Source: an optimization exercise on an open RTL-to-GDS flow (aim: small area). Production flows keep margins and buffers that such runs may drop.
RTL that was checked went through simulation tests only; none was proved equivalent to the original.
Only the layout flow was run in run 1; the RTL was not checked for function there.
Power figures rest on the tool's default switching activity, not on a simulated workload.

[flow/design.v]
`default_nettype none
package synth_pkg;
	localparam int SAMPLE_INTERVAL = 1500;          
	localparam int FREQ_DEFAULT = 50;               
	localparam int RATE_DEFAULT = 270;
	localparam int INITIAL_DEFAULT = 511;
	localparam int SPREAD_DEFAULT = 120;
endpackage
`default_nettype wire
`default_nettype none
import synth_pkg::*;
module additive_synth_top (
	input wire ADC_Data_Received,
	input wire reset,
	input wire i_param_load,
	input wire [15:0] i_param_freq,
	input wire [8:0] i_param_rate,
	input wire [8:0] i_param_initial,
	input wire [15:0] i_param_spread,
	output logic o_dac_cs,
	output logic o_dac_clock,
	output logic o_dac_bit
);
	logic [10:0] cnt;                  
	logic active;                      
	logic [7:0] rc;                    
	logic [3:0] b;
	logic copy;                        
	assign b = rc[3:0];
	assign copy = (cnt == 11'd1499) || (cnt == 11'd2047);
	always_ff @(posedge ADC_Data_Received) begin
		if (reset) begin
			cnt <= 11'd2047;
			active <= 1'b0;
			rc <= 8'd0;
		end else begin
			cnt <= copy ? 11'd0 : cnt + 11'd1;
			if (cnt == 11'd1499)
				active <= 1'b1;
			rc <= rc + 8'd1;
		end
	end
	logic [15:0] live_freq, live_spread, snap_freq, snap_spread;
	logic [8:0] live_rate, live_init, snap_rate;
	always_ff @(posedge ADC_Data_Received) begin
		if (reset) begin
			live_freq <= 16'(FREQ_DEFAULT);
			live_rate <= 9'(RATE_DEFAULT);
			live_init <= 9'(INITIAL_DEFAULT);
			live_spread <= 16'(SPREAD_DEFAULT);
		end else if (i_param_load) begin
			live_freq <= i_param_freq;
			live_rate <= i_param_rate;
			live_init <= i_param_initial;
			live_spread <= i_param_spread;
		end
	end
	logic [1:0] qs;
	always_ff @(posedge ADC_Data_Received) begin
		if (!reset && copy) begin
			snap_freq <= live_freq;
			snap_spread <= live_spread;
			snap_rate <= live_rate;
			qs <= rc[3:2];
		end else begin
			snap_freq <= {snap_freq[0], snap_freq[15:1]};
			snap_spread <= {snap_spread[0], snap_spread[15:1]};
		end
	end
	logic wk;                          
	logic [1:0] w;                     
	logic [4:0] k;                     
	logic kz;
	logic alive;                       
	logic last_word;
	assign kz = (k == 5'd0);
	assign last_word = (b == 4'd15);
	logic [255:0] ring;
	logic head, tap, head_val, head_in, pc, pcn;
	logic [15:0] adv;
	logic adv_out, adv_in, ac, acn, op;
	logic clearing, pa;
	assign head = ring[255];
	assign tap = ring[239];
	assign clearing = !active && (cnt[10:8] == 3'd0);
	assign head_val = head && !clearing;
	assign pa = wk && (w == 2'd1) && alive;
	assign adv_out = adv[0];
	assign {pcn, head_in} = head_val + (pa && adv_out) + (pc && (b != 4'd0));
	always_comb begin
		if ((w == 2'd1) || (w == 2'd0 && kz))
			op = snap_freq[{qs, 2'b01}];
		else if (w == 2'd2)
			op = snap_spread[{qs, 2'b01}];
		else
			op = 1'b0;
	end
	assign {acn, adv_in} = adv_out + op + (ac && (b != 4'd0));
	always_ff @(posedge ADC_Data_Received) begin
		ring <= {ring[254:0], head_in};
		pc <= pcn;
		adv <= {wk ? adv_in : 1'b0, adv[15:1]};
		ac <= acn;
	end
	logic [14:0] x;
	logic s;
	logic seen_a, ain, out_a, clip, magbit;
	logic [14:0] acc_a;
	logic [15:0] sum_a;
	assign ain = (w == 2'd1) && (b != 4'd15) && (head ^ seen_a);
	assign sum_a = {1'b0, acc_a} + (ain ? {1'b0, x} : 16'd0);
	assign out_a = sum_a[0];
	assign clip = (x == 15'h4000);
	assign magbit = out_a || clip;
	always_ff @(posedge ADC_Data_Received) begin
		if (w == 2'd0 && b != 4'd15)
			x <= {tap, x[14:1]};
		if (w == 2'd1 && b == 4'd15)
			s <= head;
		seen_a <= !last_word && (seen_a || head);
		acc_a <= sum_a[15:1];
	end
	logic [8:0] lvl, acc_b;
	logic [9:0] sum_b;
	logic magwin, ratewin, bin, out_b, seen_b, rate_bit;
	logic [15:0] rate_vec;
	assign magwin = (w == 2'd1 && b >= 4'd13) || (w == 2'd2 && b <= 4'd11);
	assign ratewin = wk && !kz && ((w == 2'd0 && b >= 4'd9) || (w == 2'd1 && b <= 4'd1));
	assign rate_vec = {snap_rate[6:0], 7'b0, snap_rate[8], snap_rate[7]};
	assign rate_bit = rate_vec[b];
	assign bin = magwin ? magbit : (ratewin && rate_bit);
	assign sum_b = {1'b0, acc_b} + (bin ? {1'b0, lvl} : 10'd0);
	assign out_b = sum_b[0];
	always_ff @(posedge ADC_Data_Received) begin
		acc_b <= sum_b[9:1];
		seen_b <= !(w == 2'd1 && b == 4'd12) && (seen_b || out_b);
		if (!reset && copy)
			lvl <= live_init;
		else if (wk && !kz && w == 2'd1 && b == 4'd2)
			lvl <= acc_b;
	end
	logic [15:0] tl_lo, tr_lo;
	logic [2:0] tl_hi, tr_hi;
	logic vflag, par, first, aw, hiwin, tc, tcn, t_op, t_out, cbit, t_in;
	assign hiwin = (w == 2'd0) && (b >= 4'd6);
	assign cbit = vflag && (out_b ^ (s && seen_b));
	assign t_out = hiwin ? (par ? tr_hi[0] : tl_hi[0]) : (par ? tr_lo[0] : tl_lo[0]);
	assign t_op = !first && t_out;
	assign {tcn, t_in} = t_op + cbit + (tc && !(w == 2'd2 && b == 4'd6));
	always_ff @(posedge ADC_Data_Received) begin
		if (w == 2'd1 && b == 4'd15) begin
			vflag <= alive;
			par <= k[0];
			first <= (k[4:1] == 4'd0);
		end
		tc <= tcn;
		tl_lo <= {(aw && !hiwin && !par) ? t_in : tl_lo[0], tl_lo[15:1]};
		tr_lo <= {(aw && !hiwin && par) ? t_in : tr_lo[0], tr_lo[15:1]};
		if (aw && hiwin && !par)
			tl_hi <= {t_in, tl_hi[2:1]};
		if (aw && hiwin && par)
			tr_hi <= {t_in, tr_hi[2:1]};
	end
	always_ff @(posedge ADC_Data_Received) begin
		if (reset) begin
			wk <= 1'b0;
			w <= 2'd0;
			k <= 5'd0;
			alive <= 1'b0;
			aw <= 1'b0;
		end else begin
			if (!wk) begin
				if (rc == 8'd255 && cnt[10:8] == 3'd1) begin
					wk <= 1'b1;
					alive <= 1'b1;
				end
			end else if (last_word) begin
				if (w == 2'd1 && (adv_out || k == 5'd15))
					alive <= 1'b0;
				if (w == 2'd2) begin
					w <= 2'd0;
					k <= k + 5'd1;
				end else if (w == 2'd0 && k == 5'd16) begin
					wk <= 1'b0;
					k <= 5'd0;
				end else begin
					w <= w + 2'd1;
				end
			end
			if (w == 2'd2 && b == 4'd5)
				aw <= 1'b1;
			else if (w == 2'd0 && b == 4'd8)
				aw <= 1'b0;
		end
	end
	logic fr, hb, lb;
	logic [3:0] m, pos;
	logic [15:0] lo;
	logic [2:0] hi;
	assign fr = active && (cnt[10:6] == 5'd0);
	assign m = cnt[4:1];
	assign pos = 4'd9 - m - b;
	assign lo = cnt[5] ? tr_lo : tl_lo;
	assign hi = cnt[5] ? tr_hi : tl_hi;
	assign hb = (m[3:1] == 3'd0) ? hi[2] : (m[0] ? hi[0] : hi[1]);
	assign lb = lo[pos];
	assign o_dac_cs = !fr;
	assign o_dac_clock = fr && cnt[0];
	assign o_dac_bit = fr && ((m[3:2] == 2'd0) ? hb : lb);
endmodule
`default_nettype wire
[flow/flow/run.sh]
#!/bin/bash
# Standard ORFS layout with a leaner clock tree (large leaf clusters, no
# dummy loads) and the smallest buffer on each port.
set -uo pipefail
bash standard.sh \
  "CTS_ARGS=-sink_clustering_enable -repair_clock_nets -buf_list sky130_fd_sc_hd__clkbuf_16 -sink_clustering_size 30 -sink_clustering_max_diameter 80 -dont_use_dummy_load" \
  "BUFFER_PORTS_ARGS=-buffer_cell sky130_fd_sc_hd__buf_1" \
  finish > orfs_make.log 2>&1
status=$?
cp -r orfs/logs orfs_logs 2>/dev/null || true
exit $status
[flow/standard.sh]
#!/bin/bash
# synth_recipe.tcl (not shown) runs the flow's synth.tcl, then flattens the netlist and writes it again
# the make line also repeats each setting of config.mk as NAME=value (left out here)
make -C /OpenROAD-flow-scripts/flow DESIGN_CONFIG=/design/flow/config.mk WORK_HOME=/design/flow/orfs CLKGATE_MAP_FILE= SYNTH_SCRIPT=/design/flow/synth_recipe.tcl "${@:-finish}"
[flow/config.mk]
export PLATFORM = sky130hd
export DESIGN_NAME = additive_synth_top
export DESIGN_NICKNAME = additive_synth_top
export VERILOG_FILES = /design/flow/design.v
export SDC_FILE = /design/flow/constraint.sdc
export NUM_CORES = 4
export LEC_CHECK = 0
export CAP_MARGIN = 20
export CORE_MARGIN = 2
export CORE_UTILIZATION = 40
export PLACE_DENSITY = 0.6
export SLEW_MARGIN = 20
[flow/constraint.sdc]
create_clock -name core_clock -period 12.0 [get_ports {ADC_Data_Received}]
set_input_delay 2.4000 -clock core_clock [delete_from_list [all_inputs] [get_ports {ADC_Data_Received}]]
set_output_delay 2.4000 -clock core_clock [all_outputs]
set_load 0.01 [all_outputs]
==> results.txt, run 1 <==
FINISH
----------------------------------------------------------------------------------
Layout-stage area growth over the synthesis result                           7.75%
Layout fillers                                                               3,259
Most common library cell in the layout ignoring fill and taps         sky130_fd_sc_hd__dfxtp_1
Highest-count cells in the layout ignoring fill and taps              sky130_fd_sc_hd__dfxtp_1, sky130_fd_sc_hd__nor2_1, sky130_fd_sc_hd__buf_1, sky130_fd_sc_hd__edfxtp_1, sky130_fd_sc_hd__mux2_4
Number of nets in the finished design                                        1,196
Core utilization of the finished layout                                      43.5%
Post-route cell area                                                    15,800 µm²
Share of final-layout standard cells stronger than drive strength 1          8.01%
Antenna diode instance count                                                     0
Combined flip-flop and latch cell area                                  10,300 µm²
Multi-input gate area                                                     4100 µm²

POWER AND IR DROP
----------------------------------------------------------------------------------
Worst vdd ir                                                             0.0980 mV
Power density of the placed cells                                       181 nW/µm²
Sequential power share                                                       63.0%
Leakage dissipation                                                        6.32 nW
Gate power share                                                             10.2%
Sw Ratio                                                                     21.9%
Power Total                                                              0.00285 W
Clock network power share                                                    26.7%
Switching power                                                         0.000624 W
Internal power                                                           0.00223 W

CRITICAL PATH
----------------------------------------------------------------------------------
Crit path launch type                                                    flip-flop
Startpoint of the worst-slack reg-to-reg timing path                         rc[0]
Crit path DAT                                                              3.14 ns
Largest fanout on the critical path                                             12
Worst setup EP type                                                    output port
Class of the most critical setup path                                      reg2out
Worst setup path start                                                       rc[0]
Worst EP required                                                          9.60 ns

CLOCK NETWORK
----------------------------------------------------------------------------------
Clock net sink count                                                           490
Number of gates given a new drive strength after cts                             0
Hold Buf Count CTS                                                               0
Root Driver                                                           sky130_fd_sc_hd__clkbuf_16
Register clock-pin slew on the reported worst setup and hold paths         0.11 ns
Maximum buffer depth of the clock tree                                           3
# H-tree levels                                                                  1
Post-CTS Setup Inserts                                                           0
CTS tree                                                                       yes
Total clock buffers created by CTS                                              21
Clock latency reported for the late side of the worst-skew pair            0.53 ns

PLACE
----------------------------------------------------------------------------------
Placement-stage cell area                                               15,300 µm²
Routability congestion estimate from global placement                        0.752
Number of port buffers                                                          55
DP Wirelength                                                              13.9 mm

FLOORPLANNING
----------------------------------------------------------------------------------
Floorplan die height                                                        195 µm
Effective utilization at floorplan                                           40.3%
Core region area                                                        36,300 µm²
Floorplan die width                                                         195 µm
Overall die area                                                        38,200 µm²
Boundary pin count                                                              56
Std cell rows                                                                   70

DETAILED ROUTING
----------------------------------------------------------------------------------
TritonRoute pass-1 iters                                                         5
Total vias in the final route                                                7,170
Drt wl/cell                                                                13.6 µm
Wirelength, routed                                                         21.3 mm
Antenna Violating Nets Remaining                                                 0
Drt initial violations                                                         324
Mean number of vias per cell                                                  4.58
DRC errors left                                                                  0

STA
----------------------------------------------------------------------------------
Count of endpoints failing setup in the final report                             0
Max Fclk                                                                   180 MHz
Final critical delay including setup and external delays                   5.54 ns
Actual slew at the worst max-slew pin                                     0.947 ns
Remaining max-slew budget at the tightest pin                                36.8%
Final-report hold violation count                                                0
Number of pins with negative max-slew slack in the final report                  0
Post-Route Setup TNS                                                          0 ns
Final period util                                                            46.2%
Worst clock skew on the final layout                                     0.0475 ns
Setup repair after global routing missed its margin                             no

HOLD PATH
----------------------------------------------------------------------------------
Hold/Removal Path Class                                                    reg2reg
Hold path startpoint                                                     ring[247]

YOSYS
----------------------------------------------------------------------------------
Total nets after synthesis                                                   1,147
Sequential-to-total area share from yosys stat                               70.0%
Number of synthesized register bits                                            490
Number of warnings printed during yosys synthesis                                1
Post-synth EDFFs                                                                45
Average size of a mapped cell                                             14.0 µm²
Unique cell type count in the Yosys netlist                                     57
Post-Syn Instances                                                           1,051
Cell area after synthesis                                               14,700 µm²
Post-synthesis async set-or-reset flop share                                    0%
Top FF cell, synth                                                    sky130_fd_sc_hd__dfxtp_1

GRT
----------------------------------------------------------------------------------
Largest net degree at the start of global routing                               79
Antenna violations before repair                                                 0
Number of global-route vias before repair                                    7,046
Overall overflow remaining after global route                                    0
GRT Util Overall                                                             11.2%
Wire length of the first global-routing pass                               35.5 mm

FLOW RUN
----------------------------------------------------------------------------------
Max Cap Viol                                                                     0

OUTCOME
----------------------------------------------------------------------------------
Run status                                                            finished clean

routing by layer:
layer  global-route usage (%)  vias up  part of all wire [%]  wire length [µm]
met5                        0        -                     0                 0
met3                     1.92       19                   3.3               710
met1                     16.5     3401                    52             11200
li1                         -     3665                     -                 -
met2                     17.3       85                    43              9120
met4                     2.49        0                   1.4               300
power groups by stage:
stage / Clock [W] / Combinational [W] / Sequential [W]
after floorplan: 0 / 0.000285 / 0.00180
after global placement: 0 / 0.000287 / 0.00184
after detailed placement: 0 / 0.000295 / 0.00184
after CTS: 0.000798 / 0.000296 / 0.00180
after global routing: 0.000854 / 0.000326 / 0.00181
final: 0.000763 / 0.000291 / 0.00180
flip-flops by register name, summed over array words and instances (netlist names), 16 cells and up:
name and flops:
live_spread 16, tl_lo 16, adv 16, tr_lo 16, ring 256, snap_freq 16, live_freq 16, snap_spread 16
cell usage after synthesis (5+ instances only):
library cell / number / share of area (%)
sky130_fd_sc_hd__o21bai_1: 13 / 0.67
sky130_fd_sc_hd__a21oi_1: 24 / 0.82
sky130_fd_sc_hd__mux2_4: 38 / 3.9
sky130_fd_sc_hd__buf_2: 10 / 0.34
sky130_fd_sc_hd__xnor2_1: 20 / 1.2
sky130_fd_sc_hd__nor4_1: 5 / 0.21
sky130_fd_sc_hd__o21ai_0: 18 / 0.61
sky130_fd_sc_hd__clkbuf_1: 15 / 0.38
sky130_fd_sc_hd__a31oi_1: 5 / 0.21
sky130_fd_sc_hd__mux2i_1: 37 / 2.5
sky130_fd_sc_hd__nand4_1: 7 / 0.30
sky130_fd_sc_hd__and2_1: 18 / 0.77
sky130_fd_sc_hd__buf_12: 5 / 0.68
sky130_fd_sc_hd__inv_1: 23 / 0.59
sky130_fd_sc_hd__fa_1: 6 / 0.82
sky130_fd_sc_hd__mux4_2: 14 / 2.2
sky130_fd_sc_hd__nor3_1: 10 / 0.34
sky130_fd_sc_hd__xor2_1: 18 / 1.1
sky130_fd_sc_hd__a211o_1: 23 / 1.4
sky130_fd_sc_hd__nor2_1: 74 / 1.9
sky130_fd_sc_hd__nand2_1: 29 / 0.74
sky130_fd_sc_hd__nand3_1: 18 / 0.61
sky130_fd_sc_hd__and3_1: 6 / 0.26
sky130_fd_sc_hd__ha_1: 37 / 3.2
sky130_fd_sc_hd__nor2b_1: 34 / 1.5
sky130_fd_sc_hd__dfxtp_1: 445 / 61
sky130_fd_sc_hd__edfxtp_1: 45 / 9.2
stage by stage:
stage / instances / hold WS (ns) / worst slack [ns]
final: 1566 / 0.318 / 6.46
after global routing: 1566 / 0.323 / 6.22
after CTS: 1566 / 0.321 / 6.41
after detailed placement: 1545 / 0.312 / 7.00
after global placement: 1545 / 0.310 / 7.03
after floorplan: 1051 / 0.310 / 7.41
critical path, cell delays in order, from the launching register on:
cell	delay (ns)
sky130_fd_sc_hd__dfxtp_1	0.65
sky130_fd_sc_hd__ha_1	0.23
sky130_fd_sc_hd__inv_1	0.04
sky130_fd_sc_hd__ha_1	0.18
sky130_fd_sc_hd__fa_1	0.38
sky130_fd_sc_hd__xnor2_1	0.30
sky130_fd_sc_hd__nor3_1	0.08
sky130_fd_sc_hd__a211o_1	0.28
sky130_fd_sc_hd__a211oi_1	0.29
sky130_fd_sc_hd__buf_1	0.19
worst paths after layout:
kind	endpoint	slack [ns]	cells past startpoint
max	o_dac_bit	6.46	9
min	ring[248]	0.32	0
max reg2reg	acc_b[7]	7.56	17
min reg2reg	ring[248]	0.32	0
final cells by class:
cell class	instances	area share, %
clock buffers	21	3.33
multi-input cells	505	26.0
inverters	23	0.546
flip-flops and latches	490	64.9
well taps	468	3.71
repair buffers	59	1.51
cells by family after synthesis:
logic type / Yosys count / synth area share, %
adder cells (fa/ha/maj): 43 / 3.98
flip-flops: 490 / 70.0
AO/OA/AOI/OAI: 109 / 5.08
XOR/XNOR: 38 / 2.27
buffers and inverters: 56 / 2.12
AND/OR/NAND/NOR: 222 / 7.70
multiplexers: 93 / 8.88
==> run 2: changes to the inputs <==
--- a/flow/design.v
+++ b/flow/design.v
@@ -40,24 +40,31 @@
 			rc <= rc + 8'd1;
 		end
 	end
+	localparam logic [15:0] FREQ_ROT = 16'(FREQ_DEFAULT) << 1;
+	localparam logic [15:0] SPREAD_ROT = 16'(SPREAD_DEFAULT) << 1;
 	logic [15:0] live_freq, live_spread, snap_freq, snap_spread;
 	logic [8:0] live_rate, live_init, snap_rate;
-	always_ff @(posedge ADC_Data_Received) begin
-		if (reset) begin
-			live_freq <= 16'(FREQ_DEFAULT);
-			live_rate <= 9'(RATE_DEFAULT);
-			live_init <= 9'(INITIAL_DEFAULT);
-			live_spread <= 16'(SPREAD_DEFAULT);
-		end else if (i_param_load) begin
+	logic lv;
+	logic [1:0] qs;
+	always_ff @(posedge ADC_Data_Received) begin
+		if (i_param_load) begin
 			live_freq <= i_param_freq;
 			live_rate <= i_param_rate;
 			live_init <= i_param_initial;
 			live_spread <= i_param_spread;
 		end
-	end
-	logic [1:0] qs;
-	always_ff @(posedge ADC_Data_Received) begin
-		if (!reset && copy) begin
+		if (reset)
+			lv <= 1'b0;
+		else if (i_param_load)
+			lv <= 1'b1;
+	end
+	always_ff @(posedge ADC_Data_Received) begin
+		if (reset) begin
+			snap_freq <= FREQ_ROT;
+			snap_spread <= SPREAD_ROT;
+			snap_rate <= 9'(RATE_DEFAULT);
+			qs <= 2'd0;
+		end else if (copy && lv) begin
 			snap_freq <= live_freq;
 			snap_spread <= live_spread;
 			snap_rate <= live_rate;
@@ -69,11 +76,11 @@
 	end
 	logic wk;                          
 	logic [1:0] w;                     
-	logic [4:0] k;                     
+	logic [3:0] k;                     
 	logic kz;
 	logic alive;                       
 	logic last_word;
-	assign kz = (k == 5'd0);
+	assign kz = (k == 4'd0);
 	assign last_word = (b == 4'd15);
 	logic [255:0] ring;
 	logic head, tap, head_val, head_in, pc, pcn;
@@ -135,7 +142,7 @@
 		acc_b <= sum_b[9:1];
 		seen_b <= !(w == 2'd1 && b == 4'd12) && (seen_b || out_b);
 		if (!reset && copy)
-			lvl <= live_init;
+			lvl <= lv ? live_init : 9'(INITIAL_DEFAULT);
 		else if (wk && !kz && w == 2'd1 && b == 4'd2)
 			lvl <= acc_b;
 	end
@@ -151,7 +158,7 @@
 		if (w == 2'd1 && b == 4'd15) begin
 			vflag <= alive;
 			par <= k[0];
-			first <= (k[4:1] == 4'd0);
+			first <= (k[3:1] == 3'd0);
 		end
 		tc <= tcn;
 		tl_lo <= {(aw && !hiwin && !par) ? t_in : tl_lo[0], tl_lo[15:1]};
@@ -165,7 +172,7 @@
 		if (reset) begin
 			wk <= 1'b0;
 			w <= 2'd0;
-			k <= 5'd0;
+			k <= 4'd0;
 			alive <= 1'b0;
 			aw <= 1'b0;
 		end else begin
@@ -175,14 +182,13 @@
 					alive <= 1'b1;
 				end
 			end else if (last_word) begin
-				if (w == 2'd1 && (adv_out || k == 5'd15))
+				if (w == 2'd1 && (adv_out || k == 4'd15))
 					alive <= 1'b0;
 				if (w == 2'd2) begin
 					w <= 2'd0;
-					k <= k + 5'd1;
-				end else if (w == 2'd0 && k == 5'd16) begin
-					wk <= 1'b0;
-					k <= 5'd0;
+					k <= k + 4'd1;
+					if (k == 4'd15)
+						wk <= 1'b0;
 				end else begin
 					w <= w + 2'd1;
 				end
==> flow/flow/run.sh (replaced) <==
#!/bin/bash
# Standard ORFS layout with a leaner clock tree (large leaf clusters, no
# dummy loads) and the smallest buffer on each port.
set -uo pipefail
bash standard.sh \
  "CTS_ARGS=-sink_clustering_enable -repair_clock_nets -buf_list sky130_fd_sc_hd__clkbuf_4 -sink_clustering_size 12 -sink_clustering_max_diameter 50 -dont_use_dummy_load" \
  "BUFFER_PORTS_ARGS=-buffer_cell sky130_fd_sc_hd__buf_1" \
  finish > orfs_make.log 2>&1
status=$?
cp -r orfs/logs orfs_logs 2>/dev/null || true
exit $status
==> results.txt, run 2 <==
POWER AND IR DROP
----------------------------------------------------------------------------------
Clock network power share                                                    24.6%   -2.1 points
Switching power                                                         0.000614 W   -1.7%
Worst vdd ir                                                              0.109 mV   +11%
Sw Ratio                                                                     23.4%   +1.5 points
Gate power share                                                              8.0%   -2.2 points
Leakage dissipation                                                        5.97 nW   -5.6%
Internal power                                                           0.00201 W   -9.9%
Sequential power share                                                       67.4%   +4.4 points
Power density of the placed cells                                       169 nW/µm²   -6.2%

CLOCK NETWORK
----------------------------------------------------------------------------------
Total clock buffers created by CTS                                              50   +140%
Maximum buffer depth of the clock tree                                           3   unchanged
# H-tree levels                                                                  2   +1
Register clock-pin slew on the reported worst setup and hold paths         0.11 ns   about the same
Post-CTS Setup Inserts                                                           0   unchanged
Hold Buf Count CTS                                                               0   unchanged
CTS tree                                                                       yes
Clock net sink count                                                           490   unchanged
Root Driver                                                           sky130_fd_sc_hd__clkbuf_4
Number of gates given a new drive strength after cts                             0   unchanged
Clock latency reported for the late side of the worst-skew pair            0.69 ns   +0.16 ns

HOLD PATH
----------------------------------------------------------------------------------
Hold/Removal Path Class                                                    reg2reg

CRITICAL PATH
----------------------------------------------------------------------------------
Worst R2R Path Depth                                                            16   -1
Cell-by-cell listing of the critical path                             inv_1, ha_1, fa_1, nor3b_1, a2111oi_0, a21oi_1, a21oi_1, buf_1
Crit path DAT                                                              3.27 ns   +0.13 ns
Worst EP required                                                          9.60 ns   about the same
Reg-to-reg slack, setup                                                    7.29 ns   -0.27 ns
Class of the most critical setup path                                      reg2out
Critical path buffers and inverters                                              2   unchanged
Crit path launch type                                                    flip-flop
Worst setup EP type                                                    output port
CP max stage delay                                                         0.62 ns   -0.03 ns
Master of the slowest instance on the critical path                   sky130_fd_sc_hd__fa_1
Most common cell on crit path                                         sky130_fd_sc_hd__a21oi_1
Worst setup path start                                                       rc[2]
Critical path depth                                                              8   -1
Cell family with most CP delay                                         adder cells
Destination of the worst register-to-register timing path                 acc_b[7]
Critical Path Sink                                                       o_dac_bit
Startpoint of the worst-slack reg-to-reg timing path                         rc[3]
Largest fanout on the critical path                                             12   unchanged

YOSYS
----------------------------------------------------------------------------------
Number of synthesized register bits                                            490   unchanged
Number of warnings printed during yosys synthesis                                1   unchanged
Post-Syn Instances                                                           1,077   +2.5%
Average size of a mapped cell                                             13.4 µm²   -4.0%
Total nets after synthesis                                                   1,172   +2.2%
Cell types with the largest area share after synthesis                sky130_fd_sc_hd__dfxtp_1, sky130_fd_sc_hd__edfxtp_1, sky130_fd_sc_hd__nand2_1
Sequential-to-total area share from yosys stat                               73.8%   +3.9 points
Top FF cell, synth                                                    sky130_fd_sc_hd__dfxtp_1
Post-synth EDFFs                                                                84   +87%
Top-count cell post-synth                                             sky130_fd_sc_hd__dfxtp_1
Cell area after synthesis                                               14,400 µm²   -1.6%
List of most frequent post-synthesis cells                            sky130_fd_sc_hd__dfxtp_1, sky130_fd_sc_hd__nand2_1, sky130_fd_sc_hd__edfxtp_1
Unique cell type count in the Yosys netlist                                     61   +7.0%
Post-synthesis async set-or-reset flop share                                    0%   unchanged
Top cell type by total area after synthesis                           sky130_fd_sc_hd__dfxtp_1
Share of the synthesized area in the top cell type                           56.3%   -4.4 points

DETAILED ROUTING
----------------------------------------------------------------------------------
DRC errors left                                                                  0   unchanged
TritonRoute pass-1 iters                                                         4   -1
Drt wl/cell                                                                13.8 µm   +1.4%
Drt initial violations                                                         381   +18%
Total vias in the final route                                                7,480   +4.3%
Antenna Violating Nets Remaining                                                 0   unchanged
Mean number of vias per cell                                                  4.62   +0.97%
Wirelength, routed                                                         22.3 mm   +4.7%

GRT
----------------------------------------------------------------------------------
Antenna violations before repair                                                 1   +1
GRT Util Overall                                                             11.9%   +0.64 points
Overall overflow remaining after global route                                    0   unchanged
Largest net degree at the start of global routing                               75   -5.1%
Number of global-route vias before repair                                    7,208   +2.3%
Wire length of the first global-routing pass                               36.7 mm   +3.6%

FINISH
----------------------------------------------------------------------------------
Register with the highest flop count                                          ring
Highest-count cells in the layout ignoring fill and taps              sky130_fd_sc_hd__dfxtp_1, sky130_fd_sc_hd__nand2_1, sky130_fd_sc_hd__edfxtp_1, sky130_fd_sc_hd__a21oi_1, sky130_fd_sc_hd__buf_1
Most common library cell in the layout ignoring fill and taps         sky130_fd_sc_hd__dfxtp_1
Number of nets in the finished design                                        1,253   +4.8%
Share of final-layout standard cells stronger than drive strength 1          7.18%   -0.83 points
Post-route cell area                                                    15,500 µm²   -2.0%
Layout-stage area growth over the synthesis result                           7.31%
Layout fillers                                                               3,347   +2.7%
Max FFs per register                                                           256   unchanged

STA
----------------------------------------------------------------------------------
Count of endpoints failing setup in the final report                             0   unchanged
Actual slew at the worst max-slew pin                                      1.02 ns   +0.0734 ns
Worst Setup Slack, final                                                   6.33 ns   -0.122 ns
Post-Route Setup TNS                                                          0 ns   unchanged
Final period util                                                            47.2%   +1.0 points
Final critical delay including setup and external delays                   5.67 ns   +0.122 ns
Final-report hold violation count                                                0   unchanged
Max Fclk                                                                   176 MHz   -2.1%
Worst clock skew on the final layout                                     0.0648 ns   +0.0172 ns
Number of pins with negative max-slew slack in the final report                  0   unchanged
Remaining max-slew budget at the tightest pin                                31.9%   -4.9 points
Setup repair after global routing missed its margin                             no

FLOORPLANNING
----------------------------------------------------------------------------------
Floorplan die width                                                         194 µm   -0.80%
Std cell rows                                                                   69   -1.4%
Floorplan die height                                                        194 µm   -0.80%
Core region area                                                        35,600 µm²   -2.1%
Effective utilization at floorplan                                           40.6%   +0.21 points
Boundary pin count                                                              56   unchanged
Overall die area                                                        37,600 µm²   -1.6%

PLACE
----------------------------------------------------------------------------------
Post-place setup slack                                                     7.03 ns   +0.0308 ns
Routability congestion estimate from global placement                        0.848   +13%
Placement-stage cell area                                               15,100 µm²   -1.1%
DP Wirelength                                                              14.2 mm   +2.2%
Number of port buffers                                                          55   unchanged

OUTCOME
----------------------------------------------------------------------------------
Run status                                                            finished clean

FLOW RUN
----------------------------------------------------------------------------------
Max Cap Viol                                                                     0   unchanged

[run 2: cell types whose count changed in the layout (fill, tap and decap cells not counted), moves of 7 or more]
| cell | before | now |
|---|---|---|
| sky130_fd_sc_hd__edfxtp_1 | 45 | 84 |
| sky130_fd_sc_hd__mux2i_1 | 37 | 6 |
| sky130_fd_sc_hd__nor2b_1 | 34 | 9 |
| sky130_fd_sc_hd__inv_1 | 23 | 30 |
| sky130_fd_sc_hd__clkbuf_4 | 0 | 50 |
| sky130_fd_sc_hd__a21oi_1 | 24 | 54 |
| sky130_fd_sc_hd__nand2_1 | 29 | 129 |
| sky130_fd_sc_hd__dfxtp_1 | 445 | 406 |
| sky130_fd_sc_hd__mux2_4 | 38 | 0 |
| sky130_fd_sc_hd__a211o_1 | 23 | 2 |
| sky130_fd_sc_hd__clkbuf_16 | 21 | 0 |
| sky130_fd_sc_hd__o21ai_0 | 18 | 36 |
| sky130_fd_sc_hd__nor2_1 | 74 | 44 |
| sky130_fd_sc_hd__nand3b_1 | 1 | 12 |
[run 2: cell families (layout without fill, tap and decap cells)]
| group | after synthesis | in the layout | synth area share (%) |
|---|---|---|---|
| simple gates | 281 | 281 | 9.21 |
| xor+xnor | 36 | 36 | 2.19 |
| buf+inv | 62 | 141 | 1.90 |
| fa+ha+maj | 42 | 42 | 3.96 |
| flops | 490 | 490 | 73.8 |
| compound gates | 144 | 144 | 6.15 |
| other cells | 0 | 1 | 0 |
| mux | 22 | 22 | 2.76 |
[run 2: worst reg2reg max path: stages, from the launching register on]
cell and delay [ns]:
sky130_fd_sc_hd__dfxtp_1 0.66, sky130_fd_sc_hd__and2_1 0.32, sky130_fd_sc_hd__nand2_1 0.13, sky130_fd_sc_hd__and3_1 0.31, sky130_fd_sc_hd__and2_1 0.22, sky130_fd_sc_hd__ha_1 0.26, sky130_fd_sc_hd__a41oi_1 0.27, sky130_fd_sc_hd__o22ai_1 0.13
sky130_fd_sc_hd__a31oi_1 0.55, sky130_fd_sc_hd__nor2_1 0.12, sky130_fd_sc_hd__ha_1 0.24, sky130_fd_sc_hd__fa_1 0.41, sky130_fd_sc_hd__a21o_1 0.17, sky130_fd_sc_hd__a21oi_1 0.22, sky130_fd_sc_hd__o21ai_0 0.17, sky130_fd_sc_hd__o41ai_1 0.34
sky130_fd_sc_hd__xnor2_1 0.16
[run 2: worst min path at each step]
stage               from   endpoint  slack (ns)  depth (start not counted)
2_1_floorplan     adv[1]     adv[0]        0.31                          0
3_3_place_gp     ring[5]    ring[6]        0.31                          0
3_5_place_dp   ring[169]  ring[170]        0.31                          0
4_1_cts        ring[222]  ring[223]        0.28                          0
5_1_grt        ring[253]  ring[254]        0.30                          0
6_report       ring[253]  ring[254]        0.30                          0
[run 2: cell type report]
cell class	instances	area [µm²]	share of cell area [%]
inverter	31	116	0.752
multi-input combinational	525	3510	22.7
antenna	1	2.50	0.0162
timing repair buffer	60	246	1.59
tap	461	577	3.73
clock buffer	50	375	2.43
sequential	490	10700	68.8
[run 2: power by group through the flow]
stage	logic [W]	registers (W)	clock network (W)
5_1_grt	0.000238	0.00177	0.000747
4_1_cts	0.000214	0.00177	0.000685
2_1_floorplan	0.000183	0.00178	0
3_5_place_dp	0.000213	0.00180	0
6_report	0.000211	0.00177	0.000645
3_3_place_gp	0.000211	0.00180	0
[run 2: layer usage]
layer	global-route usage (%)	vias to the layer above	share of wire [%]
met1	17.4	3504	51
li1	-	3800	-
met4	3.45	0	2.0
met2	17.5	133	42
met5	0	-	0
met3	2.63	43	4.7
[run 2: stage by stage]
| step | utilization, % | cells | power [W] | hold WS, ns |
|---|---|---|---|---|
| 2_1_floorplan | - | 1077 | 0.00196 | 0.310 |
| 3_3_place_gp | 42.4 | 1567 | 0.00201 | 0.310 |
| 3_5_place_dp | 42.4 | 1567 | 0.00202 | 0.312 |
| 4_1_cts | 43.5 | 1617 | 0.00267 | 0.277 |
| 5_1_grt | 43.5 | 1618 | 0.00276 | 0.303 |
| 6_report | 43.5 | 1618 | 0.00262 | 0.296 |
==> run 3: changes to the inputs <==
==> flow/flow/run.sh (replaced) <==
#!/bin/bash
# Standard ORFS layout with a leaner clock tree (large leaf clusters, no
# dummy loads) and the smallest buffer on each port.
set -uo pipefail
bash standard.sh \
  "CTS_ARGS=-sink_clustering_enable -repair_clock_nets -buf_list sky130_fd_sc_hd__clkbuf_8 -sink_clustering_size 18 -sink_clustering_max_diameter 60 -dont_use_dummy_load" \
  "BUFFER_PORTS_ARGS=-buffer_cell sky130_fd_sc_hd__buf_1" \
  finish > orfs_make.log 2>&1
status=$?
cp -r orfs/logs orfs_logs 2>/dev/null || true
exit $status
==> results.txt, run 3 <==
FINISH
----------------------------------------------------------------------------------
Most common library cell in the layout ignoring fill and taps         sky130_fd_sc_hd__dfxtp_1
Core utilization of the finished layout                                      43.8%   +0.33 points
Antenna diode instance count                                                     0   -1
Number of nets in the finished design                                        1,239   -1.1%
Register with the highest flop count                                          ring
Layout-stage area growth over the synthesis result                           8.13%
Share of final-layout standard cells stronger than drive strength 1          6.04%   -1.1 points
Highest-count cells in the layout ignoring fill and taps              sky130_fd_sc_hd__dfxtp_1, sky130_fd_sc_hd__nand2_1, sky130_fd_sc_hd__edfxtp_1, sky130_fd_sc_hd__a21oi_1, sky130_fd_sc_hd__buf_1
Max FFs per register                                                           256   unchanged

DETAILED ROUTING
----------------------------------------------------------------------------------
DRC errors left                                                                  0   unchanged
Wirelength, routed                                                         22.2 mm   -0.52%
Antenna Violating Nets Remaining                                                 0   unchanged
Mean number of vias per cell                                                  4.61   -0.29%
Drt initial violations                                                         455   +19%
Total vias in the final route                                                7,389   -1.2%
TritonRoute pass-1 iters                                                         4   unchanged
Drt wl/cell                                                                13.9 µm   +0.41%

CLOCK NETWORK
----------------------------------------------------------------------------------
Post-CTS Setup Inserts                                                           0   unchanged
# H-tree levels                                                                  2   unchanged
Register clock-pin slew on the reported worst setup and hold paths         0.11 ns   about the same
CTS tree                                                                       yes
Root Driver                                                           sky130_fd_sc_hd__clkbuf_8
Hold Buf Count CTS                                                               0   unchanged
Clock latency reported for the late side of the worst-skew pair            0.55 ns   -0.14 ns
Number of gates given a new drive strength after cts                             0   unchanged
Clock net sink count                                                           490   unchanged
Maximum buffer depth of the clock tree                                           3   unchanged
Total clock buffers created by CTS                                              36   -28%

STA
----------------------------------------------------------------------------------
Worst Setup Slack, final                                                   6.48 ns   +0.145 ns
Max Fclk                                                                   181 MHz   +2.6%
Worst clock skew on the final layout                                     0.0580 ns   -0.00675 ns
Final-report hold violation count                                                0   unchanged
Post-Route Setup TNS                                                          0 ns   unchanged
Actual slew at the worst max-slew pin                                      1.07 ns   +0.0491 ns
Final critical delay including setup and external delays                   5.52 ns   -0.145 ns
Final period util                                                            46.0%   -1.2 points
Remaining max-slew budget at the tightest pin                                28.6%   -3.3 points
Count of endpoints failing setup in the final report                             0   unchanged
Smallest hold slack                                                       0.304 ns   +0.00757 ns
Setup repair after global routing missed its margin                             no
Number of pins with negative max-slew slack in the final report                  0   unchanged

YOSYS
----------------------------------------------------------------------------------
Post-synthesis async set-or-reset flop share                                    0%   unchanged
Cell types with the largest area share after synthesis                sky130_fd_sc_hd__dfxtp_1, sky130_fd_sc_hd__edfxtp_1, sky130_fd_sc_hd__nand2_1
List of most frequent post-synthesis cells                            sky130_fd_sc_hd__dfxtp_1, sky130_fd_sc_hd__nand2_1, sky130_fd_sc_hd__edfxtp_1
Number of synthesized register bits                                            490   unchanged
Post-synth EDFFs                                                                84   unchanged
Cell area after synthesis                                               14,400 µm²   unchanged
Top FF cell, synth                                                    sky130_fd_sc_hd__dfxtp_1
Average size of a mapped cell                                             13.4 µm²   unchanged
Top-count cell post-synth                                             sky130_fd_sc_hd__dfxtp_1
Total nets after synthesis                                                   1,172   unchanged
Top cell type by total area after synthesis                           sky130_fd_sc_hd__dfxtp_1
Unique cell type count in the Yosys netlist                                     61   unchanged
Number of warnings printed during yosys synthesis                                1   unchanged
Share of the synthesized area in the top cell type                           56.3%   unchanged
Sequential-to-total area share from yosys stat                               73.8%   unchanged
Post-Syn Instances                                                           1,077   unchanged

FLOORPLANNING
----------------------------------------------------------------------------------
Floorplan die height                                                        194 µm   unchanged
Std cell rows                                                                   69   unchanged
Floorplan die width                                                         194 µm   unchanged
Core region area                                                        35,600 µm²   unchanged
Overall die area                                                        37,600 µm²   unchanged
Boundary pin count                                                              56   unchanged
Effective utilization at floorplan                                           40.6%   unchanged

GRT
----------------------------------------------------------------------------------
Met3 usage in global routing                                                 2.28%   -0.35 points
Overall overflow remaining after global route                                    0   unchanged
Met1 Track Usage GR                                                          17.7%   +0.24 points
Number of global-route vias before repair                                    7,096   -1.6%
Fraction of met2 tracks used by global routing                               17.5%   -0.053 points
Busiest grt layer                                                             met1
GRT Util Overall                                                             11.8%   -0.060 points
Wire length of the first global-routing pass                               36.6 mm   -0.43%
Largest net degree at the start of global routing                               75   unchanged
Antenna violations before repair                                                 0   -1

CRITICAL PATH
----------------------------------------------------------------------------------
Worst EP required                                                          9.60 ns   about the same
Worst setup EP type                                                    output port
Most common cell on crit path                                         sky130_fd_sc_hd__a21oi_1
Crit path DAT                                                              3.12 ns   -0.15 ns
Largest fanout on the critical path                                             12   unchanged
Master of the slowest instance on the critical path                   sky130_fd_sc_hd__fa_1
CP max stage delay                                                         0.62 ns   about the same
Crit path launch type                                                    flip-flop
Class of the most critical setup path                                      reg2out
Cell-by-cell listing of the critical path                             inv_1, ha_1, fa_1, nor3b_1, a2111oi_0, a21oi_1, a21oi_1, buf_1

PLACE
----------------------------------------------------------------------------------
Post-place setup slack                                                     7.03 ns   unchanged
Routability congestion estimate from global placement                        0.848   unchanged
DP Wirelength                                                              14.2 mm   unchanged
Number of port buffers                                                          55   unchanged

POWER AND IR DROP
----------------------------------------------------------------------------------
Power density of the placed cells                                       173 nW/µm²   +2.3%
Worst vdd ir                                                              0.115 mV   +5.4%
Leakage dissipation                                                        6.00 nW   +0.48%

OUTCOME
----------------------------------------------------------------------------------
Run status                                                            finished clean

HOLD PATH
----------------------------------------------------------------------------------
Hold/Removal Path Class                                                    reg2reg

FLOW RUN
----------------------------------------------------------------------------------
Max Cap Viol                                                                     0   unchanged

-- run 3: changes by cell type in the layout (fill, tap and decap cells not counted) --
| cell | delta |
|---|---|
| sky130_fd_sc_hd__clkbuf_4 | -50 |
| sky130_fd_sc_hd__clkbuf_8 | +36 |
| sky130_fd_sc_hd__diode_2 | -1 |
-- run 3: worst max-delay path, delay by kind of cell, from the launching register on --
family                     cells  cell delay, ns
adders and majority gates      2            0.97
DFF                            1            0.56
buffers and inverters          2            0.39
and+or+nand+nor                1            0.07
AOI/OAI and AO/OA              3            0.61
-- run 3: final cells by class --
| class | instances | area [µm²] |
|---|---|---|
| clock buffers | 36 | 495 |
| inverters | 31 | 116 |
| well taps | 461 | 577 |
| repair buffers | 60 | 246 |
| flip-flops and latches | 490 | 10700 |
| fillers | 3319 | 20000 |
| multi-input cells | 525 | 3510 |
-- run 3: through the flow --
step | cells | total power [W] | instance area, µm²
after floorplan | 1077 | 0.00196 | 14400
after global placement | 1567 | 0.00201 | 15100
after detailed placement | 1567 | 0.00202 | 15100
after CTS | 1603 | 0.00275 | 15600
after global routing | 1603 | 0.00284 | 15600
final | 1603 | 0.00270 | 15600
-- run 3: final timing paths --
kind,cells after the start,end,startpoint,slack (ns)
min,0,ring[36],ring[35],0.30
max,8,o_dac_bit,rc[2],6.48
min reg2reg,0,ring[36],ring[35],0.30
max reg2reg,16,acc_b[7],rc[3],7.28
-- run 3: kinds of logic (layout without fill, tap and decap cells) --
logic type,after synthesis,count (layout),share of synthesized area [%]
DFF,490,490,73.8
and+or+nand+nor,281,281,9.21
AOI/OAI and AO/OA,144,144,6.15
buffers and inverters,62,127,1.90
adders and majority gates,42,42,3.96
xor gates and xnor gates,36,36,2.19
muxes,22,22,2.76
-- run 3: layer usage --
metal	share of wire, %	wire length [µm]
met4	1.9	432
met1	51	11400
met3	4.2	938
met5	0	0
met2	43	9500
-- run 3: where the power goes --
group | switching (W) | internal [W]
Clock | 0.000456 | 0.000271
Sequential | 0.0000430 | 0.00172
Combinational | 0.000118 | 0.0000929
Total | 0.000616 | 0.00209
==> run 4: changes to the inputs <==
==> flow/flow/run.sh (replaced) <==
#!/bin/bash
# Standard ORFS layout with a leaner clock tree (large leaf clusters of
# clkbuf_16, no dummy loads) and the smallest buffer on each port.
set -uo pipefail
bash standard.sh \
  "CTS_ARGS=-sink_clustering_enable -repair_clock_nets -buf_list sky130_fd_sc_hd__clkbuf_16 -sink_clustering_size 30 -sink_clustering_max_diameter 80 -dont_use_dummy_load" \
  "BUFFER_PORTS_ARGS=-buffer_cell sky130_fd_sc_hd__buf_1" \
  finish > orfs_make.log 2>&1
status=$?
cp -r orfs/logs orfs_logs 2>/dev/null || true
exit $status
==> results.txt, run 4 <==
OUTCOME
----------------------------------------------------------------------------------
Run status                                                            finished clean

YOSYS
----------------------------------------------------------------------------------
Post-synth EDFFs                                                                84   unchanged
Number of warnings printed during yosys synthesis                                1   unchanged
Unique cell type count in the Yosys netlist                                     61   unchanged
Post-synthesis async set-or-reset flop share                                    0%   unchanged
Cell area after synthesis                                               14,400 µm²   unchanged
Top FF cell, synth                                                    sky130_fd_sc_hd__dfxtp_1
List of most frequent post-synthesis cells                            sky130_fd_sc_hd__dfxtp_1, sky130_fd_sc_hd__nand2_1, sky130_fd_sc_hd__edfxtp_1
Sequential-to-total area share from yosys stat                               73.8%   unchanged
Average size of a mapped cell                                             13.4 µm²   unchanged
Number of synthesized register bits                                            490   unchanged
Cell types with the largest area share after synthesis                sky130_fd_sc_hd__dfxtp_1, sky130_fd_sc_hd__edfxtp_1, sky130_fd_sc_hd__nand2_1
Total nets after synthesis                                                   1,172   unchanged
Share of the synthesized area in the top cell type                           56.3%   unchanged
Post-Syn Instances                                                           1,077   unchanged
Top cell type by total area after synthesis                           sky130_fd_sc_hd__dfxtp_1
Top-count cell post-synth                                             sky130_fd_sc_hd__dfxtp_1

STA
----------------------------------------------------------------------------------
Max Fclk                                                                   180 MHz   -0.36%
Setup repair after global routing missed its margin                             no
Worst clock skew on the final layout                                     0.0214 ns   -0.0366 ns
Count of endpoints failing setup in the final report                             0   unchanged
Actual slew at the worst max-slew pin                                      1.02 ns   -0.0487 ns
Final period util                                                            46.2%   +0.16 points
Final-report hold violation count                                                0   unchanged
Final critical delay including setup and external delays                   5.54 ns   +0.0197 ns
Remaining max-slew budget at the tightest pin                                31.8%   +3.3 points
Number of pins with negative max-slew slack in the final report                  0   unchanged
Post-Route Setup TNS                                                          0 ns   unchanged

FINISH
----------------------------------------------------------------------------------
Max FFs per register                                                           256   unchanged
Number of nets in the finished design                                        1,223   -1.3%
Post-route cell area                                                    15,600 µm²   about the same
Antenna diode instance count                                                     0   unchanged
Combined flip-flop and latch cell area                                  10,700 µm²   unchanged
Layout fillers                                                               3,303   -0.48%
Multi-input gate area                                                     3510 µm²   unchanged
Layout-stage area growth over the synthesis result                           8.16%   about the same
Highest-count cells in the layout ignoring fill and taps              sky130_fd_sc_hd__dfxtp_1, sky130_fd_sc_hd__nand2_1, sky130_fd_sc_hd__edfxtp_1, sky130_fd_sc_hd__a21oi_1, sky130_fd_sc_hd__buf_1
Register with the highest flop count                                          ring
Most common library cell in the layout ignoring fill and taps         sky130_fd_sc_hd__dfxtp_1
Share of final-layout standard cells stronger than drive strength 1          4.71%   -1.3 points
Final cell count without fillers                                             1,587   -1.0%

POWER AND IR DROP
----------------------------------------------------------------------------------
Leakage dissipation                                                        5.99 nW   -0.21%
Gate power share                                                              7.7%   about the same
Power density of the placed cells                                       175 nW/µm²   +0.78%
Worst vdd ir                                                              0.121 mV   +5.3%
Clock network power share                                                    27.5%   +0.6 points
Switching power                                                         0.000608 W   -1.4%
Sw Ratio                                                                     22.3%   -0.50 points
Internal power                                                           0.00212 W   +1.5%
Sequential power share                                                       64.8%   -0.5 points

DETAILED ROUTING
----------------------------------------------------------------------------------
Wirelength, routed                                                         21.9 mm   -1.4%
DRC errors left                                                                  0   unchanged
Total vias in the final route                                                7,280   -1.5%
Drt wl/cell                                                                13.8 µm   -0.44%
Antenna Violating Nets Remaining                                                 0   unchanged
Mean number of vias per cell                                                  4.59   -0.48%
Drt initial violations                                                         476   +4.6%
TritonRoute pass-1 iters                                                         4   unchanged

FLOW RUN
----------------------------------------------------------------------------------
Max Cap Viol                                                                     0   unchanged

CLOCK NETWORK
----------------------------------------------------------------------------------
Register clock-pin slew on the reported worst setup and hold paths         0.10 ns   about the same
Post-CTS Setup Inserts                                                           0   unchanged
Clock net sink count                                                           490   unchanged
Clock latency reported for the late side of the worst-skew pair            0.53 ns   -0.02 ns
Hold Buf Count CTS                                                               0   unchanged
Maximum buffer depth of the clock tree                                           3   unchanged
Root Driver                                                           sky130_fd_sc_hd__clkbuf_16
CTS tree                                                                       yes
Number of gates given a new drive strength after cts                             0   unchanged
Total clock buffers created by CTS                                              20   -44%
# H-tree levels                                                                  1   -1

GRT
----------------------------------------------------------------------------------
Overall overflow remaining after global route                                    0   unchanged
GRT Util Overall                                                             11.5%   -0.27 points
Largest net degree at the start of global routing                               75   unchanged
Wire length of the first global-routing pass                               36.0 mm   -1.6%
Antenna violations before repair                                                 0   unchanged
Number of global-route vias before repair                                    6,982   -1.6%

FLOORPLANNING
----------------------------------------------------------------------------------
Effective utilization at floorplan                                           40.6%   unchanged
Boundary pin count                                                              56   unchanged
Floorplan die width                                                         194 µm   unchanged
Core region area                                                        35,600 µm²   unchanged
Overall die area                                                        37,600 µm²   unchanged
Floorplan die height                                                        194 µm   unchanged
Std cell rows                                                                   69   unchanged

CRITICAL PATH
----------------------------------------------------------------------------------
Worst setup EP type                                                    output port
Worst EP required                                                          9.60 ns   about the same
Largest fanout on the critical path                                             12   unchanged
Class of the most critical setup path                                      reg2out
Crit path launch type                                                    flip-flop
Crit path DAT                                                              3.14 ns   +0.02 ns

HOLD PATH
----------------------------------------------------------------------------------
Hold/Removal Path Class                                                    reg2reg

PLACE
----------------------------------------------------------------------------------
Placement-stage cell area                                               15,100 µm²   unchanged
Placed insts                                                                 1,567   unchanged
Number of port buffers                                                          55   unchanged
Routability congestion estimate from global placement                        0.848   unchanged
DP Wirelength                                                              14.2 mm   unchanged

[run 4: cell counts after synthesis]
No cell type changed its count.
[run 4: final cells by class]
class                           instances  share of cell area (%)
Sequential cell                       490                    68.3
Tap cell                              461                    3.70
Inverter                               31                   0.746
Multi-Input combinational cell        525                    22.5
Clock buffer                           20                    3.21
Timing Repair Buffer                   60                    1.58
[run 4: metal layers]
layer / global-route usage (%) / vias up / wire [µm]
li1: - / 3726 / -
met2: 17.5 / 95 / 9360
met1: 17.4 / 3432 / 11300
met3: 1.83 / 27 / 926
met4: 2.38 / 0 / 342
met5: 0 / - / 0
[run 4: final timing paths]
kind	from	end	slack, ns	cells past startpoint
worst max-delay path	rc[2]	o_dac_bit	6.46	8
worst min-delay path	ring[251]	ring[252]	0.32	0
worst max register to register	rc[3]	acc_b[7]	7.28	16
worst min register to register	ring[251]	ring[252]	0.32	0
[run 4: worst max-delay path: stages, from the launching register on]
cell	delay, ns
sky130_fd_sc_hd__dfxtp_1	0.56
sky130_fd_sc_hd__inv_1	0.16
sky130_fd_sc_hd__ha_1	0.35
sky130_fd_sc_hd__fa_1	0.62
sky130_fd_sc_hd__nor3b_1	0.07
sky130_fd_sc_hd__a2111oi_0	0.38
sky130_fd_sc_hd__a21oi_1	0.07
sky130_fd_sc_hd__a21oi_1	0.17
sky130_fd_sc_hd__buf_1	0.23
[run 4: cells by family after synthesis]
family	Yosys count	share of synthesized area, %
and+or+nand+nor	281	9.21
muxes	22	2.76
buffers and inverters	62	1.90
AOI/OAI and AO/OA	144	6.15
adders and majority gates	42	3.96
DFF	490	73.8
xor gates and xnor gates	36	2.19
[run 4: through the flow]
step / power, W / util [%] / hold WS [ns] / setup WS (ns)
2_1_floorplan: 0.00196 / - / 0.310 / 7.41
3_3_place_gp: 0.00201 / 42.4 / 0.310 / 7.11
3_5_place_dp: 0.00202 / 42.4 / 0.312 / 7.03
4_1_cts: 0.00276 / 43.8 / 0.320 / 6.43
5_1_grt: 0.00285 / 43.9 / 0.318 / 6.24
6_report: 0.00272 / 43.9 / 0.316 / 6.46
[run 4: power by group through the flow]
stage	Sequential [W]	Clock (W)	Combinational [W]
finish	0.00176	0.000749	0.000210
global route	0.00177	0.000839	0.000238
CTS	0.00177	0.000782	0.000214
detailed placement	0.00180	0	0.000213
global placement	0.00180	0	0.000211
floorplan	0.00178	0	0.000183
==> run 5: changes to the inputs <==
--- a/flow/design.v
+++ b/flow/design.v
@@ -115,7 +115,12 @@
 	logic [14:0] acc_a;
 	logic [15:0] sum_a;
 	assign ain = (w == 2'd1) && (b != 4'd15) && (head ^ seen_a);
-	assign sum_a = {1'b0, acc_a} + (ain ? {1'b0, x} : 16'd0);
+	logic [15:0] ca;
+	assign ca[0] = 1'b0;
+	for (genvar i = 0; i < 15; i++) begin : g_add_a
+		assign {ca[i+1], sum_a[i]} = acc_a[i] + (ain && x[i]) + ca[i];
+	end
+	assign sum_a[15] = ca[15];
 	assign out_a = sum_a[0];
 	assign clip = (x == 15'h4000);
 	assign magbit = out_a || clip;
@@ -136,7 +141,12 @@
 	assign rate_vec = {snap_rate[6:0], 7'b0, snap_rate[8], snap_rate[7]};
 	assign rate_bit = rate_vec[b];
 	assign bin = magwin ? magbit : (ratewin && rate_bit);
-	assign sum_b = {1'b0, acc_b} + (bin ? {1'b0, lvl} : 10'd0);
+	logic [9:0] cb;
+	assign cb[0] = 1'b0;
+	for (genvar i = 0; i < 9; i++) begin : g_add_b
+		assign {cb[i+1], sum_b[i]} = acc_b[i] + (bin && lvl[i]) + cb[i];
+	end
+	assign sum_b[9] = cb[9];
 	assign out_b = sum_b[0];
 	always_ff @(posedge ADC_Data_Received) begin
 		acc_b <= sum_b[9:1];
==> flow/flow/run.sh (replaced) <==
#!/bin/bash
# Standard ORFS layout with a leaner clock tree (large leaf clusters, no
# dummy loads) and the smallest buffer on each port.
set -uo pipefail
bash standard.sh \
  "CTS_ARGS=-sink_clustering_enable -repair_clock_nets -buf_list sky130_fd_sc_hd__clkbuf_16 -sink_clustering_size 34 -sink_clustering_max_diameter 70 -dont_use_dummy_load" \
  "BUFFER_PORTS_ARGS=-buffer_cell sky130_fd_sc_hd__buf_1" \
  finish > orfs_make.log 2>&1
status=$?
cp -r orfs/logs orfs_logs 2>/dev/null || true
exit $status
==> results.txt, run 5 <==
OUTCOME
----------------------------------------------------------------------------------
Run status                                                            finished clean

GRT
----------------------------------------------------------------------------------
Number of global-route vias before repair                                    6,655   -4.7%
Antenna violations before repair                                                 0   unchanged
Overall overflow remaining after global route                                    0   unchanged
Wire length of the first global-routing pass                               33.7 mm   -6.3%
Largest net degree at the start of global routing                               54   -28%
GRT Util Overall                                                             11.2%   -0.27 points

FLOORPLANNING
----------------------------------------------------------------------------------
Core region area                                                        34,500 µm²   -3.1%
Overall die area                                                        36,500 µm²   -3.0%
Effective utilization at floorplan                                           40.6%   about the same
Std cell rows                                                                   68   -1.4%
Floorplan die width                                                         191 µm   -1.5%
Floorplan die height                                                        191 µm   -1.5%
Boundary pin count                                                              56   unchanged

CLOCK NETWORK
----------------------------------------------------------------------------------
Hold Buf Count CTS                                                               0   unchanged
Post-CTS Setup Inserts                                                           0   unchanged
Maximum buffer depth of the clock tree                                           3   unchanged
Root Driver                                                           sky130_fd_sc_hd__clkbuf_16
Clock latency reported for the late side of the worst-skew pair            0.56 ns   +0.03 ns
Total clock buffers created by CTS                                              26   +30%
CTS tree                                                                       yes
# H-tree levels                                                                  1   unchanged
Clock net sink count                                                           490   unchanged
Number of gates given a new drive strength after cts                             0   unchanged
Register clock-pin slew on the reported worst setup and hold paths         0.12 ns   +0.02 ns

YOSYS
----------------------------------------------------------------------------------
Top cell type by total area after synthesis                           sky130_fd_sc_hd__dfxtp_1
Total nets after synthesis                                                   1,082   -7.7%
Post-synthesis async set-or-reset flop share                                    0%   unchanged
Cell types with the largest area share after synthesis                sky130_fd_sc_hd__dfxtp_1, sky130_fd_sc_hd__edfxtp_1, sky130_fd_sc_hd__fa_1
Post-Syn Instances                                                             988   -8.3%
Average size of a mapped cell                                             14.1 µm²   +5.6%
Sequential-to-total area share from yosys stat                               76.2%   +2.4 points
Top-count cell post-synth                                             sky130_fd_sc_hd__dfxtp_1
List of most frequent post-synthesis cells                            sky130_fd_sc_hd__dfxtp_1, sky130_fd_sc_hd__nand2_1, sky130_fd_sc_hd__edfxtp_1
Number of warnings printed during yosys synthesis                                1   unchanged
Number of synthesized register bits                                            490   unchanged
Top FF cell, synth                                                    sky130_fd_sc_hd__dfxtp_1
Post-synth EDFFs                                                                84   unchanged
Cell area after synthesis                                               14,000 µm²   -3.1%
Unique cell type count in the Yosys netlist                                     57   -6.6%
Share of the synthesized area in the top cell type                           58.2%   +1.8 points

STA
----------------------------------------------------------------------------------
Smallest hold slack                                                       0.277 ns   -0.0390 ns
Worst clock skew on the final layout                                     0.0603 ns   +0.0389 ns
Max Fclk                                                                   127 MHz   -29%
Count of endpoints failing setup in the final report                             0   unchanged
Remaining max-slew budget at the tightest pin                                52.5%   +21 points
Setup repair after global routing missed its margin                             no
Final-report hold violation count                                                0   unchanged
Final critical delay including setup and external delays                   7.85 ns   +2.31 ns
Post-Route Setup TNS                                                          0 ns   unchanged
Final period util                                                            65.4%   +19 points
Actual slew at the worst max-slew pin                                     0.711 ns   -0.310 ns
Number of pins with negative max-slew slack in the final report                  0   unchanged
Worst Setup Slack, final                                                   4.15 ns   -2.31 ns

POWER AND IR DROP
----------------------------------------------------------------------------------
Worst vdd ir                                                              0.125 mV   +3.6%
Leakage dissipation                                                        5.89 nW   -1.6%
Power density of the placed cells                                       187 nW/µm²   +7.3%

FINISH
----------------------------------------------------------------------------------
Final cell count without fillers                                             1,497   -5.7%
Antenna diode instance count                                                     0   unchanged
Most common library cell in the layout ignoring fill and taps         sky130_fd_sc_hd__dfxtp_1
Number of nets in the finished design                                        1,138   -7.0%
Core utilization of the finished layout                                      44.3%   +0.47 points
Max FFs per register                                                           256   unchanged
Register with the highest flop count                                          ring
Layout-stage area growth over the synthesis result                           9.28%
Share of final-layout standard cells stronger than drive strength 1          4.89%   +0.19 points
Layout fillers                                                               3,157   -4.4%
Highest-count cells in the layout ignoring fill and taps              sky130_fd_sc_hd__dfxtp_1, sky130_fd_sc_hd__nand2_1, sky130_fd_sc_hd__edfxtp_1, sky130_fd_sc_hd__buf_1, sky130_fd_sc_hd__a21oi_1

CRITICAL PATH
----------------------------------------------------------------------------------
Worst setup EP type                                                      flip-flop
Crit path DAT                                                              8.33 ns   +5.19 ns
Class of the most critical setup path                                      reg2reg
Worst EP required                                                         12.48 ns   +2.88 ns
Crit path launch type                                                    flip-flop
Largest fanout on the critical path                                             15   +3

PLACE
----------------------------------------------------------------------------------
DP Wirelength                                                              12.4 mm   -13%
Post-place setup slack                                                     4.11 ns   -2.92 ns
Placed insts                                                                 1,471   -6.1%
Number of port buffers                                                          55   unchanged
Routability congestion estimate from global placement                        0.812   -4.2%

DETAILED ROUTING
----------------------------------------------------------------------------------
Drt wl/cell                                                                13.2 µm   -4.4%
Mean number of vias per cell                                                  4.47   -2.5%
Total vias in the final route                                                6,695   -8.0%
TritonRoute pass-1 iters                                                         4   unchanged
Drt initial violations                                                         459   -3.6%
DRC errors left                                                                  0   unchanged
Wirelength, routed                                                         19.8 mm   -9.8%
Antenna Violating Nets Remaining                                                 0   unchanged

FLOW RUN
----------------------------------------------------------------------------------
Max Cap Viol                                                                     0   unchanged

HOLD PATH
----------------------------------------------------------------------------------
Hold/Removal Path Class                                                    reg2reg

## run 5: cell count changes in the layout (fill, tap and decap cells not counted), sizes merged, moves of 13 or more
cell   previous run  this run
ha               36        15
fa                6        26
nand2           129       111
o21ai            39        25
xnor2            23        10
## run 5: stage by stage
| stage | cell area (µm²) | power [W] |
|---|---|---|
| after floorplan | 14000 | 0.00200 |
| after global placement | 14600 | 0.00205 |
| after detailed placement | 14600 | 0.00205 |
| after CTS | 15300 | 0.00290 |
| after global routing | 15300 | 0.00299 |
| final | 15300 | 0.00286 |
## run 5: layout make-up
type                    count  area [µm²]  share of cell area, %
clock buffers              26         651                   4.26
repair buffers             60         249                   1.63
flip-flops and latches    490       10700                   69.7
multi-input cells         434        3040                   19.9
well taps                 455         569                   3.73
inverters                  32         120                  0.786
## run 5: cells by family after synthesis
kind of cell / count (synthesis) / share of synthesized area [%]
mux: 25 / 2.55
flops: 490 / 76.2
compound gates: 94 / 3.97
fa+ha+maj: 41 / 5.07
xor+xnor: 20 / 1.25
buf+inv: 64 / 2.17
simple gates: 254 / 8.79
## run 5: per-layer routing
metal  wire length [µm]  part of all wire [%]  vias to the layer above  GRT usage, %
met1              10200                    52                     3212          16.8
li1                   -                     -                     3373             -
met2               8390                    42                       86          17.0
met3                809                   4.1                       24          1.89
met4                307                   1.6                        0          2.71
met5                  0                     0                        -             0
## run 5: path summary, 6_finish.rpt
check                 from         to  slack [ns]  depth (start not counted)
setup reg to reg     rc[1]  acc_a[13]        4.15                         21
hold reg to reg   ring[50]   ring[51]        0.28                          0
hold / removal    ring[50]   ring[51]        0.28                          0
setup / recovery     rc[1]  acc_a[13]        4.15                         21
## run 5: worst max-delay path, stage by stage (launching register included)
cell and delay [ns]:
sky130_fd_sc_hd__dfxtp_1 0.58, sky130_fd_sc_hd__ha_1 0.30, sky130_fd_sc_hd__nand2_1 0.12, sky130_fd_sc_hd__and3_1 0.33, sky130_fd_sc_hd__and2_1 0.21, sky130_fd_sc_hd__ha_1 0.19, sky130_fd_sc_hd__fa_1 0.42, sky130_fd_sc_hd__fa_1 0.43
sky130_fd_sc_hd__fa_1 0.42, sky130_fd_sc_hd__fa_1 0.42, sky130_fd_sc_hd__fa_1 0.43, sky130_fd_sc_hd__fa_1 0.43, sky130_fd_sc_hd__fa_1 0.44, sky130_fd_sc_hd__fa_1 0.43, sky130_fd_sc_hd__fa_1 0.42, sky130_fd_sc_hd__fa_1 0.43
sky130_fd_sc_hd__fa_1 0.42, sky130_fd_sc_hd__fa_1 0.42, sky130_fd_sc_hd__fa_1 0.39, sky130_fd_sc_hd__inv_1 0.08, sky130_fd_sc_hd__fa_1 0.41, sky130_fd_sc_hd__inv_1 0.05
## run 5: report_power, final
part / switching (W) / internal, W / leakage [nW]
logic: 0.000144 / 0.000102 / 1.44
clock network: 0.000464 / 0.000385 / 0.320
registers: 0.0000420 / 0.00173 / 4.13
total: 0.000650 / 0.00221 / 5.89
==> run 6: changes to the inputs <==
==> flow/flow/run.sh (replaced) <==
#!/bin/bash
# Standard ORFS layout with a leaner clock tree (large leaf clusters, no
# dummy loads) and the smallest buffer on each port.
set -uo pipefail
bash standard.sh \
  "CTS_ARGS=-sink_clustering_enable -repair_clock_nets -buf_list sky130_fd_sc_hd__clkbuf_4 -sink_clustering_size 12 -sink_clustering_max_diameter 50 -dont_use_dummy_load" \
  "BUFFER_PORTS_ARGS=-buffer_cell sky130_fd_sc_hd__buf_1" \
  finish > orfs_make.log 2>&1
status=$?
cp -r orfs/logs orfs_logs 2>/dev/null || true
exit $status
==> results.txt, run 6 <==
CLOCK NETWORK
---------------------------------------------------------------------------------
Total clock buffers created by CTS                                             49   +88%
Clock net sink count                                                          490   unchanged
# H-tree levels                                                                 2   +1
Maximum buffer depth of the clock tree                                          3   unchanged
Clock latency reported for the late side of the worst-skew pair           0.70 ns   +0.14 ns
Number of gates given a new drive strength after cts                            0   unchanged
Register clock-pin slew on the reported worst setup and hold paths        0.12 ns   about the same

DETAILED ROUTING
---------------------------------------------------------------------------------
TritonRoute pass-1 iters                                                        4   unchanged
Mean number of vias per cell                                                 4.49   +0.38%
Drt initial violations                                                        367   -20%

GRT
---------------------------------------------------------------------------------
Overall overflow remaining after global route                                   0   unchanged
Antenna violations before repair                                                1   +1
Largest net degree at the start of global routing                              54   unchanged
GRT Util Overall                                                            11.6%   +0.31 points

STA
---------------------------------------------------------------------------------
Count of endpoints failing setup in the final report                            0   unchanged
Worst clock skew on the final layout                                    0.0711 ns   +0.0108 ns
Final critical delay including setup and external delays                  7.81 ns   -0.0396 ns
Max Fclk                                                                  128 MHz   +0.51%
Setup repair after global routing missed its margin                            no

OUTCOME
---------------------------------------------------------------------------------
Run status                                                           finished clean

PLACE
---------------------------------------------------------------------------------
Post-place setup slack                                                    4.11 ns   unchanged
DP Wirelength                                                             12.4 mm   unchanged

FLOORPLANNING
---------------------------------------------------------------------------------
Std cell rows                                                                  68   unchanged
Floorplan die height                                                       191 µm   unchanged
Effective utilization at floorplan                                          40.6%   unchanged
Core region area                                                       34,500 µm²   unchanged

FINISH
---------------------------------------------------------------------------------
Multi-input gate area                                                    3040 µm²   unchanged
Combined flip-flop and latch cell area                                 10,700 µm²   unchanged
Most common library cell in the layout ignoring fill and taps        sky130_fd_sc_hd__dfxtp_1
Highest-count cells in the layout ignoring fill and taps             sky130_fd_sc_hd__dfxtp_1, sky130_fd_sc_hd__nand2_1, sky130_fd_sc_hd__edfxtp_1, sky130_fd_sc_hd__buf_1, sky130_fd_sc_hd__clkbuf_4
Max FFs per register                                                          256   unchanged

POWER AND IR DROP
---------------------------------------------------------------------------------
Leakage dissipation                                                       5.79 nW   -1.6%
Worst vdd ir                                                            0.0946 mV   -24%

CRITICAL PATH
---------------------------------------------------------------------------------
Most common cell on crit path                                        sky130_fd_sc_hd__fa_1
Crit path launch type                                                   flip-flop
Cell family with most CP delay                                        adder cells
Class of the most critical setup path                                     reg2reg
Critical path buffers and inverters                                             2   unchanged
Cell-by-cell listing of the critical path                            ha_1, nand2_1, and3_1, and2_1, ha_1, fa_1, fa_1, fa_1, fa_1, fa_1, fa_1, fa_1, fa_1, fa_1, fa_1, fa_1, fa_1, fa_1, inv_1, fa_1, inv_1

YOSYS
---------------------------------------------------------------------------------
List of most frequent post-synthesis cells                           sky130_fd_sc_hd__dfxtp_1, sky130_fd_sc_hd__nand2_1, sky130_fd_sc_hd__edfxtp_1
Top-count cell post-synth                                            sky130_fd_sc_hd__dfxtp_1
Unique cell type count in the Yosys netlist                                    57   unchanged
Cell area after synthesis                                              14,000 µm²   unchanged
Post-synthesis async set-or-reset flop share                                   0%   unchanged
Number of synthesized register bits                                           490   unchanged
Average size of a mapped cell                                            14.1 µm²   unchanged
Post-Syn Instances                                                            988   unchanged
Total nets after synthesis                                                  1,082   unchanged

HOLD PATH
---------------------------------------------------------------------------------
Hold/Removal Path Class                                                   reg2reg

## run 6: where the power goes
part	switching [W]	internal, W
registers	0.0000422	0.00173
logic	0.000145	0.000102
clock network	0.000455	0.000188
total	0.000642	0.00202
## run 6: logic make-up after synthesis
family,after synthesis,share of synthesized area (%)
adder cells (fa/ha/maj),41,5.07
buffers and inverters,64,2.17
AND/OR/NAND/NOR,254,8.79
flip-flops,490,76.2
multiplexers,25,2.55
XOR/XNOR,20,1.25
AO/OA/AOI/OAI,94,3.97
## run 6: layer usage
metal	wire [µm]	track usage (%)	up-vias	share of wire, %
met5	0	0	-	0
met4	399	3.94	0	2.0
met3	826	2.66	34	4.1
met2	8530	16.9	101	43
met1	10300	16.8	3260	51
li1	-	-	3433	-
## run 6: layout make-up
type | count | area share, %
Inverter | 32 | 0.801
Antenna cell | 1 | 0.0167
Timing Repair Buffer | 60 | 1.66
Clock buffer | 49 | 2.45
Tap cell | 455 | 3.80
Sequential cell | 490 | 71.0
Multi-Input combinational cell | 434 | 20.2
## run 6: worst paths after layout
kind                                 from   endpoint  cells after the start
worst max register to register      rc[0]  acc_a[13]                     21
worst min-delay path            ring[211]  ring[212]                      0
worst max-delay path                rc[0]  acc_a[13]                     21
worst min register to register  ring[211]  ring[212]                      0
## run 6: metrics by stage
stage	std cells	instance area, µm²	utilization (%)	hold slack (ns)
floorplan	988	14000	-	0.310
global placement	1471	14600	42.4	0.310
detailed placement	1471	14600	42.4	0.312
CTS	1520	15000	43.5	0.278
global route	1521	15000	43.5	0.269
finish	1521	15000	43.5	0.277

Check on run 6: ideal ports give 4.191 ns setup slack; a clkbuf_16 on the clock port and buf_2 on the inputs give 4.191 ns; moving port delays by the midpoint clock arrival (0.704 ns) as well gives 4.191 ns.
